Context: an optimization exercise on an open-source flow, tuned for a short achievable clock period and few clock cycles. The choices shown serve that exercise and are no tape-out recipe.
The RTL was checked by simulation tests, not by an equivalence proof against the original design.

==> trial 10 <==
==> flow/design.v (excerpt) <==
module rv_core #(
    parameter logic [31:0] reset_pc = 32'h0
) (
    input  logic        clk_cpu,
    input  logic        rst_n,
    input  logic        bus_ready,
    input  logic [31:0] bus_rdata,
    output logic        bus_req,
    output logic [31:0] bus_addr,
    output logic [31:0] bus_wdata,
    output logic [1:0]  bus_len
);
Settings: LEC_CHECK=0, ABC_CLOCK_PERIOD_IN_PS=3500, CAP_MARGIN=20, CORE_MARGIN=2, CORE_UTILIZATION=30, MIN_ROUTING_LAYER=met2, PLACE_DENSITY=0.45, SETUP_SLACK_MARGIN=4.0, SLEW_MARGIN=20, TNS_END_PERCENT=100; clock period 8.5 ns.
run.sh (not shown) runs the stock make flow with config.mk's settings and CLKGATE_MAP_FILE= SYNTH_SCRIPT=/design/flow/synth_recipe.tcl, a recipe that flattens the netlist after the stock synthesis.
==> build 13 (differences from trial 10) <==
--- a/flow/design.v
+++ b/flow/design.v
@@ -101,24 +101,20 @@
     logic [31:0] ir_q;
     logic [31:0] ir_pc_q;
     logic        ir_pred_q;      
     logic        ir_bhit_q;      
     logic [2:0]  ir_bidx_q;
-    logic        use_alt_q;
-    logic [31:0] air_q, air_pc_q;
-    logic        air_pred_q;
     logic        e_v_q;
     logic [31:0] e_a_q, e_b_q, e_rs2_q;
     logic [31:0] e_tgt_q, e_link_q;
     logic        e_sub_q, e_sra_q;
     logic [2:0]  e_f3_q;
     logic [4:0]  e_rd_q;
     logic        e_wr_q;         
     logic        e_load_q, e_store_q, e_br_q, e_jalr_q;
     logic        e_pred_q, e_bhit_q;
     logic [2:0]  e_bidx_q;
-    logic [31:0] e_alt_q;        
     logic        s_add_q, s_sll_q, s_slt_q, s_sltu_q, s_xor_q, s_sr_q, s_or_q, s_and_q, s_link_q, s_tgt_q;
     logic [31:0] rf [1:31];
     logic bus_free, issue_data, issue_fetch;
     assign bus_free    = !out_q || bus_ready;
     assign issue_data  = dq0_v_q && bus_free;
@@ -174,64 +170,45 @@
     assign fword  = byp ? bus_rdata : cdata;
     assign bpred = |(cmatch & ic_pt_q);
     assign btgt  = ic_ptgt_q[fa_q[6:2]];
     assign bhit  = 8'd0;
     assign bidx  = 3'd0;
-    logic [31:0] amatch;
-    logic        ahit, apred;
-    logic [31:0] aword;
-    logic [29:0] aptgt;
-    always_comb begin
-        for (int i = 0; i < 32; i++) begin
-            amatch[i] = ic_v_q[i] && (e_alt_q[6:2] == i) && (ic_tag_q[i] == e_alt_q[31:7]);
-        end
-    end
-    assign ahit  = |amatch;
-    assign apred = |(amatch & ic_pt_q);
-    assign aword = ic_data_q[e_alt_q[6:2]];
-    assign aptgt = ic_ptgt_q[e_alt_q[6:2]];
-    logic [31:0] di, di_pc;
-    logic        di_pred, di_v;
-    assign di      = use_alt_q ? air_q : ir_q;
-    assign di_pc   = use_alt_q ? air_pc_q : ir_pc_q;
-    assign di_pred = use_alt_q ? air_pred_q : ir_pred_q;
-    assign di_v    = use_alt_q || ir_v_q;
     logic [6:0]  opc;
     logic        d_lui, d_auipc, d_jal, d_jalr, d_br, d_load, d_store, d_opi, d_op;
     logic [31:0] d_imm, d_tgt, d_link;
     logic [4:0]  d_rs1, d_rs2, d_rd;
     logic        d_use1, d_use2, d_wrany;
-    assign opc     = di[6:0];
+    assign opc     = ir_q[6:0];
     assign d_lui   = opc == opc_lui;
     assign d_auipc = opc == opc_auipc;
     assign d_jal   = opc == opc_jal;
     assign d_jalr  = opc == opc_jalr;
     assign d_br    = opc == opc_branch;
     assign d_load  = opc == opc_load;
     assign d_store = opc == opc_store;
     assign d_opi   = opc == opc_alu_imm;
     assign d_op    = opc == opc_alu_reg;
-    assign d_rs1   = di[19:15];
-    assign d_rs2   = di[24:20];
-    assign d_rd    = di[11:7];
+    assign d_rs1   = ir_q[19:15];
+    assign d_rs2   = ir_q[24:20];
+    assign d_rd    = ir_q[11:7];
     assign d_use1  = d_jalr || d_br || d_load || d_store || d_opi || d_op;
     assign d_use2  = d_br || d_store || d_op;
     assign d_wrany = (d_lui || d_auipc || d_jal || d_jalr || d_load || d_opi || d_op) && (d_rd != 5'd0);
     always_comb begin
         if (d_store)
-            d_imm = {{20{di[31]}}, di[31:25], di[11:7]};
+            d_imm = {{20{ir_q[31]}}, ir_q[31:25], ir_q[11:7]};
         else if (d_br)
-            d_imm = {{19{di[31]}}, di[31], di[7], di[30:25], di[11:8], 1'b0};
+            d_imm = {{19{ir_q[31]}}, ir_q[31], ir_q[7], ir_q[30:25], ir_q[11:8], 1'b0};
         else if (d_lui || d_auipc)
-            d_imm = {di[31:12], 12'b0};
+            d_imm = {ir_q[31:12], 12'b0};
         else if (d_jal)
-            d_imm = {{11{di[31]}}, di[31], di[19:12], di[20], di[30:21], 1'b0};
+            d_imm = {{11{ir_q[31]}}, ir_q[31], ir_q[19:12], ir_q[20], ir_q[30:21], 1'b0};
         else
-            d_imm = {{20{di[31]}}, di[31:20]};
+            d_imm = {{20{ir_q[31]}}, ir_q[31:20]};
     end
-    assign d_tgt  = di_pc + d_imm;
-    assign d_link = di_pc + 32'd4;
+    assign d_tgt  = ir_pc_q + d_imm;
+    assign d_link = ir_pc_q + 32'd4;
     logic p_e, p_d0, p_d1, p_o, hazard;
     function automatic logic dep(input logic [4:0] x, input logic u1, input logic [4:0] r1,
                                  input logic u2, input logic [4:0] r2, input logic w,
                                  input logic [4:0] rd);
         begin
@@ -287,16 +264,16 @@
         endcase
     end
     assign redirect = e_v_q && (e_jalr_q || (e_br_q && (taken != e_pred_q)));
     assign e_target = e_jalr_q ? {sum[31:1], 1'b0} : (taken ? e_tgt_q : e_link_q);
     logic s_take, d_move, f_take, ir_load;
-    assign s_take = di_v && !di_pred && (d_jal || (d_br && di[31])) && !redirect;
+    assign s_take = ir_v_q && !ir_pred_q && (d_jal || (d_br && ir_q[31])) && !redirect;
     logic d_memblock;
     assign d_memblock = (d_load || d_store) &&
                         ((dq0_v_q && dq1_v_q) || (e_v_q && e_mem && (dq0_v_q || dq1_v_q)));
-    assign d_move = di_v && !hazard && !d_memblock && !redirect;
-    assign ir_load = !di_v || (!hazard && !d_memblock);
+    assign d_move = ir_v_q && !hazard && !d_memblock && !redirect;
+    assign ir_load = !ir_v_q || (!hazard && !d_memblock);
     assign f_take  = favail && ir_load && !redirect && !s_take;
     logic [31:0] rfr [0:31];
     always_comb begin
         rfr[0] = 32'd0;
         for (int i = 1; i < 32; i++) rfr[i] = rf[i];
@@ -333,11 +310,10 @@
             out_fetch_q <= 1'b0;
             out_load_q  <= 1'b0;
             ic_v_q    <= 32'd0;
             fa_q      <= reset_pc;
             ir_v_q    <= 1'b0;
-            use_alt_q <= 1'b0;
             e_v_q     <= 1'b0;
         end else begin
             bf_q    <= bf_n;
             fq_v_q  <= fq_v_n;
             dq0_v_q <= dq0_v_n;
@@ -359,17 +335,15 @@
             if (f_resp) begin
                 for (int i = 0; i < 32; i++) begin
                     if (out_addr_q[6:2] == i) ic_v_q[i] <= 1'b1;
                 end
             end
-            if (redirect)      fa_q <= (e_br_q && ahit) ? (apred ? {aptgt, 2'b00} : e_alt_q + 32'd4) : e_target;
+            if (redirect)      fa_q <= e_target;
             else if (s_take)   fa_q <= d_tgt;
             else if (f_take)   fa_q <= bpred ? {btgt, 2'b00} : fa_q + 32'd4;
-            if (redirect)       ir_v_q <= 1'b0;
-            else if (ir_load)   ir_v_q <= f_take;
-            else if (use_alt_q) ir_v_q <= 1'b1;
-            use_alt_q <= redirect && e_br_q && ahit;
+            if (redirect)      ir_v_q <= 1'b0;
+            else if (ir_load)  ir_v_q <= f_take;
             if (redirect)      e_v_q <= 1'b0;
             else               e_v_q <= d_move;
         end
     end
     logic [31:0] st_data;
@@ -393,11 +367,11 @@
                      (issue_data && !dq1_v_q && push);
     always_comb begin
         if (redirect && !keep_e) begin
             bf_n   = e_target;
             fq_v_n = 1'b1;
-        end else if (s_take && !di[31]) begin
+        end else if (s_take && !ir_q[31]) begin
             bf_n   = d_tgt;
             fq_v_n = 1'b1;
         end else if (uncovered && !redirect && !s_take) begin
             bf_n   = fa_q;
             fq_v_n = 1'b1;
@@ -475,47 +449,39 @@
             ir_q      <= fword;
             ir_pc_q   <= fa_q;
             ir_pred_q <= bpred;
             ir_bhit_q <= bpred;
             ir_bidx_q <= bidx;
-        end else if (use_alt_q) begin
-            ir_q      <= air_q;
-            ir_pc_q   <= air_pc_q;
-            ir_pred_q <= air_pred_q || s_take;
         end else if (s_take) begin
             ir_pred_q <= 1'b1;
         end
-        air_q      <= aword;
-        air_pc_q   <= e_alt_q;
-        air_pred_q <= apred;
         begin
             e_a_q     <= d_lui ? 32'd0 : rs1v;
             e_b_q     <= (d_opi || d_load || d_store || d_jalr || d_lui) ? d_imm : rs2v;
             e_rs2_q   <= rs2v;
             e_tgt_q   <= d_tgt;
             e_link_q  <= d_link;
-            e_sub_q   <= d_op && di[30] && (di[14:12] == 3'b000);
-            e_sra_q   <= di[30];
-            e_f3_q    <= di[14:12];
+            e_sub_q   <= d_op && ir_q[30] && (ir_q[14:12] == 3'b000);
+            e_sra_q   <= ir_q[30];
+            e_f3_q    <= ir_q[14:12];
             e_rd_q    <= d_rd;
             e_wr_q    <= (d_lui || d_auipc || d_jal || d_jalr || d_opi || d_op) && (d_rd != 5'd0);
             e_load_q  <= d_load;
             e_store_q <= d_store;
             e_br_q    <= d_br;
             e_jalr_q  <= d_jalr;
-            e_pred_q  <= di_pred || s_take;
-            e_alt_q   <= (di_pred || s_take) ? d_link : d_tgt;
+            e_pred_q  <= ir_pred_q || s_take;
             e_bhit_q  <= ir_bhit_q;
             e_bidx_q  <= ir_bidx_q;
-            s_add_q   <= d_lui || ((d_opi || d_op) && di[14:12] == 3'b000 && !(d_op && di[30]));
-            s_sll_q   <= (d_opi || d_op) && di[14:12] == 3'b001;
-            s_slt_q   <= (d_opi || d_op) && di[14:12] == 3'b010;
-            s_sltu_q  <= (d_opi || d_op) && di[14:12] == 3'b011;
-            s_xor_q   <= (d_opi || d_op) && di[14:12] == 3'b100;
-            s_sr_q    <= (d_opi || d_op) && di[14:12] == 3'b101;
-            s_or_q    <= (d_opi || d_op) && di[14:12] == 3'b110;
-            s_and_q   <= (d_opi || d_op) && di[14:12] == 3'b111;
+            s_add_q   <= d_lui || ((d_opi || d_op) && ir_q[14:12] == 3'b000 && !(d_op && ir_q[30]));
+            s_sll_q   <= (d_opi || d_op) && ir_q[14:12] == 3'b001;
+            s_slt_q   <= (d_opi || d_op) && ir_q[14:12] == 3'b010;
+            s_sltu_q  <= (d_opi || d_op) && ir_q[14:12] == 3'b011;
+            s_xor_q   <= (d_opi || d_op) && ir_q[14:12] == 3'b100;
+            s_sr_q    <= (d_opi || d_op) && ir_q[14:12] == 3'b101;
+            s_or_q    <= (d_opi || d_op) && ir_q[14:12] == 3'b110;
+            s_and_q   <= (d_opi || d_op) && ir_q[14:12] == 3'b111;
             s_link_q  <= d_jal || d_jalr;
             s_tgt_q   <= d_auipc;
         end
     end
     always_ff @(posedge clk_cpu) begin
CORE_UTILIZATION = 20   (was 30)
MIN_ROUTING_LAYER = unset   (was met2)
PLACE_DENSITY = 0.3   (was 0.45)
==> notes.md <==
metric	build 13	trial 10
Placed Area	227000 um^2	250000 um^2
Area of the mapped netlist	205000 um^2	231000 um^2
Deepest clock path buffer count	5	4
Number of enable-type register cells in the synthesized netlist	3037	2973
Part of the Yosys area used for sequential elements	57.6%	51.7%
Routability congestion estimate	0.859	1.11
Adder-cell share of the synthesized area	1.77%	1.61%
Number of sinks on the clock net	4388	4486
Cts repair resizes	484	835
X dimension of the die	1020 um	882 um
Placed cells	31800	31700
Mux share of post-synthesis cell area	1.75%	1.82%
Xor and xnor area share after synthesis	4.59%	7.30%
Syn_area_per_cell	10.9 um^2	10.4 um^2
Number of setup buffers added after CTS	258	526
Status	timing/DRC/antenna clean	stopped before the end
Last stage reached	-	global routing (5_1_grt)
Inserted Clock Buffers	581	558
Distinct cell type count after synthesis	111	120
Yosys top cell area share	44.4%	38.6%
HPWL reported at the end of detailed placement	816000 um	1040000 um
Worst slack after detailed placement	1.65 ns	1.56 ns
Testbench counts of trial 10, summed over its fixed seeds: cycles 19,673.
Testbench counts of build 13, summed over its fixed seeds: cycles 20,096.

-- port drivers added, routing unchanged --
In the flow no input, the clock included, has a driving cell. The finished layout below was timed again as built, in two steps. Step 1 sets driving cells, clkbuf_16 on the clock port and buf_2 on the other inputs (assumed; they add their load-dependent delay and slew). Step 2, shift: input delay + t, output delay - t, t = (earliest + latest rising clock arrival at the registers) / 2. This alone moves slack from input paths to output paths. a / b / c = ideal ports / drivers / drivers and shift; a / b = the first two.
run: build 13
t (ns): 1.196
setup WS [ns]: 3.834 / 3.834 / 2.914
clock arrival spread, ns: 0.113 / 0.113
worst data-port slew with drivers (ns): 0.41
After both steps setup and hold are still met in build 13. The setup slack of build 13 moves by 0.000 ns with the drivers and by -0.920 ns with both steps.
